This design comes from an exercise in tuning for a short achievable clock period and few clock cycles per item on the open sky130 flow, not from production work.
In this exercise RTL edits were held to simulation tests only and were not proved equivalent to the original.
The flow treats the clock pin as an ideal source, which a real chip does not have.
Power and IR drop assume default switching activity.

Setup of xenon:
Design dma_stream_top, start of the top module:
module dma_stream_top
(
  input  logic       CLK0,
  input  logic       RST0,
  input  dma_pkg::dma_cmd_t   req_cmd,
  input  logic       req_valid,
  output logic       req_ready,
  output logic       req_busy,
  output dma_pkg::ext_burst_t ext_burst,
  input  logic       ext_ready,
  input  dma_pkg::data_t      ext_read_data,
  input  logic       ext_read_empty,
  output logic       ext_read_deq,
  output dma_pkg::data_t      ext_write_data,
  output logic       ext_write_enq,
  input  logic       ext_write_almost_full,
  input  dma_pkg::data_t      core_read_data,
  input  logic       core_read_empty,
  output logic       core_read_enable,
  output dma_pkg::data_t      core_write_data,
  output logic       core_write_enable,
  input  logic       core_write_almost_full
);
  dma_pkg::qcmd_t  head_cmd;
  logic            cmd_empty;
  logic            cmd_deq;
  logic            hold;
  logic            nb_free;
  logic            nb_load;
  dma_pkg::waddr_t nb_addr;
  dma_pkg::blen_t  nb_len;
  ...
Settings: LEC_CHECK=0, ABC_CLOCK_PERIOD_IN_PS=1000, CAP_MARGIN=20, CORE_MARGIN=2, CORE_UTILIZATION=50, SETUP_SLACK_MARGIN=3.3, SLEW_MARGIN=20; clock period 5.5 ns.
run.sh (not shown) runs the stock make flow with config.mk's settings and CLKGATE_MAP_FILE= SYNTH_SCRIPT=/design/flow/synth_recipe.tcl, a recipe that flattens the netlist after the stock synthesis.
Testbench counts of xenon, summed over its fixed seeds: cycles 17,374, words 25,338.
Changes in garnet relative to xenon:
Settings: setting SYNTH_MINIMUM_KEEP_SIZE to 0 for the first time; changing ABC_CLOCK_PERIOD_IN_PS from 1000 to 1500; setting SYNTH_HIERARCHICAL to 1 for the first time.
==> notes.md <==
Per the comparison of garnet with xenon, sequential power went up by about 8%; post-DP HPWL went up by 460 µm; total met3 wirelength after detailed routing went down by 810 µm; via count of the first global-routing pass went down by 268; overall global routing resource usage went down by 2.3 points. On count of H-tree levels built during CTS, xenon and garnet are basically level. Higher number of buffers inserted to repair setup after CTS among xenon and garnet: xenon. Power per standard cell area for garnet is higher than for xenon. Number of standard cells in the final layout excluding fillers, xenon and garnet, higher one = xenon. Core util | garnet vs xenon | garnet lower.


north:
dma_stream_top, a different RTL version from the one above (not shown whole).
For scale: about 250 I/O pins, ~38000 sq um of cells after synthesis.
clock: 5.5 ns
lec_check: 0
abc_clock_period_in_ps: 2000
cap_margin: 20
core_margin: 2
core_utilization: 60
setup_slack_margin: 3.2
slew_margin: 20
Testbench counts of north, summed over its fixed seeds: cycles 17,374, words 25,338.
The inputs of south differ from those of north as listed below.
Settings: SETUP_SLACK_MARGIN changed from 3.2 to 3.0; CORE_UTILIZATION changed from 60 to 40; ABC_CLOCK_PERIOD_IN_PS changed from 2000 to 2500.
Results
- south | stages: all done | timing, DRC, antenna: all pass
- south: clock buffer count from CTS 7.5% above north
- The internal portion of total power of north and that of south are within noise of each other.
- Comparing north and south, the higher multi-input logic portion of the cell area is on north.
- Diff north -> south: relative area change from synthesis to final layout went up by 1.6 points, chip width now sits higher, wire length of the first global-routing pass increased by about 2.2% relative to the old numbers, total I/O pin count comparable.


dma_stream_top, a different RTL version from the one above (not shown whole).
Size in the first run: about 6300 cells after synthesis, ~250 I/O pins, ~0.089 mm^2 of cells after synthesis.
clock: 5.5 ns
lec_check: 0
abc_clock_period_in_ps: 1500
cap_margin: 20
core_margin: 2
core_utilization: 50
setup_slack_margin: 3.3
slew_margin: 20
synth_hierarchical: 1
synth_minimum_keep_size: 0
standard.sh (not shown) runs the stock make flow with config.mk's settings and CLKGATE_MAP_FILE= SYNTH_SCRIPT=/design/flow/synth_recipe.tcl, a recipe that flattens the netlist after the stock synthesis.
==> flow/flow/run.sh <==
#!/bin/bash
# The standard layout, with one extra step after clock tree synthesis:
# flow/fix_io.tcl resizes the cells on the worst paths from input ports and
# to output ports (see that file). Make's output goes to make.log; each
# ORFS step keeps its own log under orfs/logs/.
set -euo pipefail
POST_CTS_TCL="$PWD/flow/fix_io.tcl" bash standard.sh finish > make.log 2>&1
==> flow/flow/fix_io.tcl <==
# Sizing pass on the paths that start at input ports or end at output
# ports: for each cell on the worst such paths, try the other drive
# strengths of the same cell and keep the one that gives the best slack,
# never lowering the design's worst slack. Registers and clock buffers are
# left alone. Run after clock tree synthesis, before global routing.

proc fio_variants { ref } {
  if { ![regexp {^(sky130_fd_sc_hd__[a-z0-9]+_)([0-9]+)$} $ref -> base sz] } {
    return {}
  }
  set bases [list $base]
  # buffers and inverters may also change family
  if { [regexp {__(buf|clkbuf|clkdlybuf4s[0-9]+|dlygate4sd[0-9]+|dlymetal6s[0-9]+s)_$} $base] } {
    set bases {sky130_fd_sc_hd__buf_ sky130_fd_sc_hd__clkbuf_}
  } elseif { [regexp {__(inv|clkinv)_$} $base] } {
    set bases {sky130_fd_sc_hd__inv_ sky130_fd_sc_hd__clkinv_}
  }
  set out {}
  foreach b $bases {
    foreach c [get_lib_cells ${b}*] {
      set nm [get_name $c]
      if { ![regexp "^${b}\[0-9\]+\$" $nm] } { continue }
      if { [lsearch -exact $::env(DONT_USE_CELLS) $nm] >= 0 } { continue }
      lappend out $nm
    }
  }
  return $out
}

proc fio_path_slack { from to } {
  set pes [find_timing_paths -from $from -to $to -sort_by_slack -group_path_count 1]
  if { [llength $pes] == 0 } { return 1.0 }
  return [[lindex $pes 0] slack]
}

proc fio_wns { } {
  return [sta::worst_slack_cmd max]
}

proc fio_obj { name } {
  if { [string first "/" $name] >= 0 } { return [get_pins $name] }
  return [get_ports $name]
}

proc fio_pass { sel count } {
  set changed 0
  # read every path out before changing anything: a change frees them
  set paths {}
  foreach pe [find_timing_paths {*}$sel -sort_by_slack -group_path_count $count -endpoint_path_count 1] {
    set pins [[$pe path] pins]
    set to [get_full_name [lindex $pins 0]]
    set from [get_full_name [lindex $pins end]]
    set names {}
    foreach pin $pins {
      set inst [$pin instance]
      if { $inst eq "NULL" } { continue }
      set nm [get_full_name $inst]
      if { $nm eq "" } { continue }
      if { [lsearch -exact $names $nm] < 0 } { lappend names $nm }
    }
    lappend paths [list $from $to $names]
  }
  foreach p $paths {
    lassign $p from to names
    foreach nm $names {
      set ref [get_property [get_cells $nm] ref_name]
      if { [regexp {dfxtp|dfrtp|edfxtp|dfstp|dlx|sdff|clkbuf_16|clkinv} $ref] } { continue }
      set cands [fio_variants $ref]
      if { [llength $cands] < 2 && [lsearch -exact $cands $ref] >= 0 } { continue }
      set best_ref $ref
      set best_ps [fio_path_slack [fio_obj $from] [fio_obj $to]]
      set best_wns [fio_wns]
      foreach cand $cands {
        if { $cand eq $ref } { continue }
        replace_cell [get_cells $nm] $cand
        estimate_parasitics -placement
        set ps [fio_path_slack [fio_obj $from] [fio_obj $to]]
        set wns [fio_wns]
        if { $wns >= $best_wns - 1e-12 && $ps > $best_ps + 1e-12 } {
          set best_ref $cand
          set best_ps $ps
          set best_wns $wns
        }
      }
      replace_cell [get_cells $nm] $best_ref
      estimate_parasitics -placement
      if { $best_ref ne $ref } {
        puts "fix_io: $nm $ref -> $best_ref (path slack [format %.4f [expr {$best_ps * 1e9}]])"
        incr changed
      }
    }
  }
  return $changed
}

estimate_parasitics -placement
puts "fix_io: start, worst slack [format %.4f [expr {[fio_wns] * 1e9}]]"
for { set i 0 } { $i < 2 } { incr i } {
  set n 0
  incr n [fio_pass [list -from [all_inputs] -to [all_outputs]] 6]
  incr n [fio_pass [list -from [all_registers -clock_pins] -to [all_outputs]] 4]
  puts "fix_io: pass $i, $n cells changed, worst slack [format %.4f [expr {[fio_wns] * 1e9}]]"
  if { $n == 0 } { break }
}
detailed_placement
check_placement -verbose
estimate_parasitics -placement
puts "fix_io: end, worst slack [format %.4f [expr {[fio_wns] * 1e9}]]"
The first run completed without violations.
Testbench counts at the start, summed over its fixed seeds: cycles 17,352, words 25,338.
Next try:
--- a/flow/flow/fix_io.tcl
+++ b/flow/flow/fix_io.tcl
@@ -11,7 +10,0 @@
-  set bases [list $base]
-  # buffers and inverters may also change family
-  if { [regexp {__(buf|clkbuf|clkdlybuf4s[0-9]+|dlygate4sd[0-9]+|dlymetal6s[0-9]+s)_$} $base] } {
-    set bases {sky130_fd_sc_hd__buf_ sky130_fd_sc_hd__clkbuf_}
-  } elseif { [regexp {__(inv|clkinv)_$} $base] } {
-    set bases {sky130_fd_sc_hd__inv_ sky130_fd_sc_hd__clkinv_}
-  }
@@ -19,7 +12,5 @@
-  foreach b $bases {
-    foreach c [get_lib_cells ${b}*] {
-      set nm [get_name $c]
-      if { ![regexp "^${b}\[0-9\]+\$" $nm] } { continue }
-      if { [lsearch -exact $::env(DONT_USE_CELLS) $nm] >= 0 } { continue }
-      lappend out $nm
-    }
+  foreach c [get_lib_cells ${base}*] {
+    set nm [get_name $c]
+    if { ![regexp "^${base}\[0-9\]+\$" $nm] } { continue }
+    if { [lsearch -exact $::env(DONT_USE_CELLS) $nm] >= 0 } { continue }
+    lappend out $nm
@@ -69 +60 @@
-      if { [llength $cands] < 2 && [lsearch -exact $cands $ref] >= 0 } { continue }
+      if { [llength $cands] < 2 } { continue }
- setup slack degrades by 0.014 ns
- register-to-register slack hardly moves
- design area barely changes
- synthesized area is unchanged
- cell count does not change
- first-iteration DRC count does not change
- synthesized cell count is unchanged
- sequential share of layout area hardly moves
- clock skew stays flat
Next try:
--- a/flow/flow/fix_io.tcl
+++ b/flow/flow/fix_io.tcl
@@ -10,0 +11,7 @@
+  set bases [list $base]
+  # buffers and inverters may also change family
+  if { [regexp {__(buf|clkbuf|clkdlybuf4s[0-9]+|dlygate4sd[0-9]+|dlymetal6s[0-9]+s)_$} $base] } {
+    set bases {sky130_fd_sc_hd__buf_ sky130_fd_sc_hd__clkbuf_}
+  } elseif { [regexp {__(inv|clkinv)_$} $base] } {
+    set bases {sky130_fd_sc_hd__inv_ sky130_fd_sc_hd__clkinv_}
+  }
@@ -12,5 +19,7 @@
-  foreach c [get_lib_cells ${base}*] {
-    set nm [get_name $c]
-    if { ![regexp "^${base}\[0-9\]+\$" $nm] } { continue }
-    if { [lsearch -exact $::env(DONT_USE_CELLS) $nm] >= 0 } { continue }
-    lappend out $nm
+  foreach b $bases {
+    foreach c [get_lib_cells ${b}*] {
+      set nm [get_name $c]
+      if { ![regexp "^${b}\[0-9\]+\$" $nm] } { continue }
+      if { [lsearch -exact $::env(DONT_USE_CELLS) $nm] >= 0 } { continue }
+      lappend out $nm
+    }
@@ -60 +69 @@
-      if { [llength $cands] < 2 } { continue }
+      if { [llength $cands] < 2 && [lsearch -exact $cands $ref] >= 0 } { continue }
--- a/flow/config.mk
+++ b/flow/config.mk
@@ -11 +11 @@
-export CORE_UTILIZATION = 50
+export CORE_UTILIZATION = 65
Effect: The changed run produced a clean layout. Utilization rose by 19 points. Cell area came out higher by a few percent. Flip-flop and latch count does not change.
Next try:
--- a/flow/flow/fix_io.tcl
+++ b/flow/flow/fix_io.tcl
@@ -37,0 +38,12 @@
+}
+
+proc fio_swap_ab { name } {
+  set inst [sta::sta_to_db_inst [get_cells $name]]
+  set a [$inst findITerm A]
+  set b [$inst findITerm B]
+  set na [$a getNet]
+  set nb [$b getNet]
+  $a disconnect
+  $b disconnect
+  $a connect $nb
+  $b connect $na
@@ -90,0 +103,14 @@
+      # two-input gates whose inputs commute: try the other pin order
+      if { [regexp {__(nor2|nand2|and2|or2|xor2|xnor2)_[0-9]+$} $best_ref] } {
+        fio_swap_ab $nm
+        estimate_parasitics -placement
+        set ps [fio_path_slack [fio_obj $from] [fio_obj $to]]
+        set wns [fio_wns]
+        if { $wns >= $best_wns - 1e-12 && $ps > $best_ps + 1e-12 } {
+          puts "fix_io: $nm inputs swapped (path slack [format %.4f [expr {$ps * 1e9}]])"
+          incr changed
+        } else {
+          fio_swap_ab $nm
+          estimate_parasitics -placement
+        }
+      }
--- a/flow/config.mk
+++ b/flow/config.mk
@@ -11 +11 @@
-export CORE_UTILIZATION = 65
+export CORE_UTILIZATION = 50
Effect: The new run passed the timing, design-rule and antenna checks; first-iteration DRC count falls by 53%; area after synthesis stays the same; total power falls by 1.4%; flip-flop and latch count does not change; setup slack improves by 0.017 ns; maximum frequency rises by 0.66%; cell count rises by 4.8%.

-- static timing again, ports no longer ideal --
In the flow no input, the clock included, has a driving cell. The finished layouts below were timed again as built, in two steps. Step 1 sets driving cells, clkbuf_16 on the clock port and buf_2 on the other inputs (assumed; they add their load-dependent delay and slew). Step 2 also shifts input and output timing later by t, the mid clock arrival at the registers, as if the neighbouring blocks saw the same clock. Slacks: ideal ports / drivers / drivers and shift; pairs: ideal ports / drivers.
run	t, ns	setup slack, ns	worst setup path at the end	slew at the worst register clock pin (ns)	worst data-port slew with drivers (ns)
xenon	0.706	2.763 / 2.725 / 2.516	input to register	0.06 / 0.06	0.11
garnet	0.728	2.849 / 2.810 / 2.618	input to register	0.06 / 0.06	0.13
north	0.706	2.049 / 2.049 / 2.049	register to register	0.07 / 0.07	0.13
south	0.726	2.108 / 2.108 / 2.108	register to register	0.07 / 0.07	0.12
the first run of note 3	0.930	2.982 / 2.896 / 2.384	input to register	0.07 / 0.07	0.16
the second run of note 3	0.930	2.968 / 2.896 / 2.384	input to register	0.07 / 0.07	0.16
the third run of note 3	0.906	2.966 / 2.920 / 2.226	input to register	0.08 / 0.08	0.15
the fourth run of note 3	0.930	2.982 / 2.896 / 2.384	input to register	0.07 / 0.07	0.16
After both steps setup and hold are still met in every run listed. For the third run of note 3, which loses most, drivers alone change the setup slack by -0.046 ns; drivers and shift together by -0.740 ns.
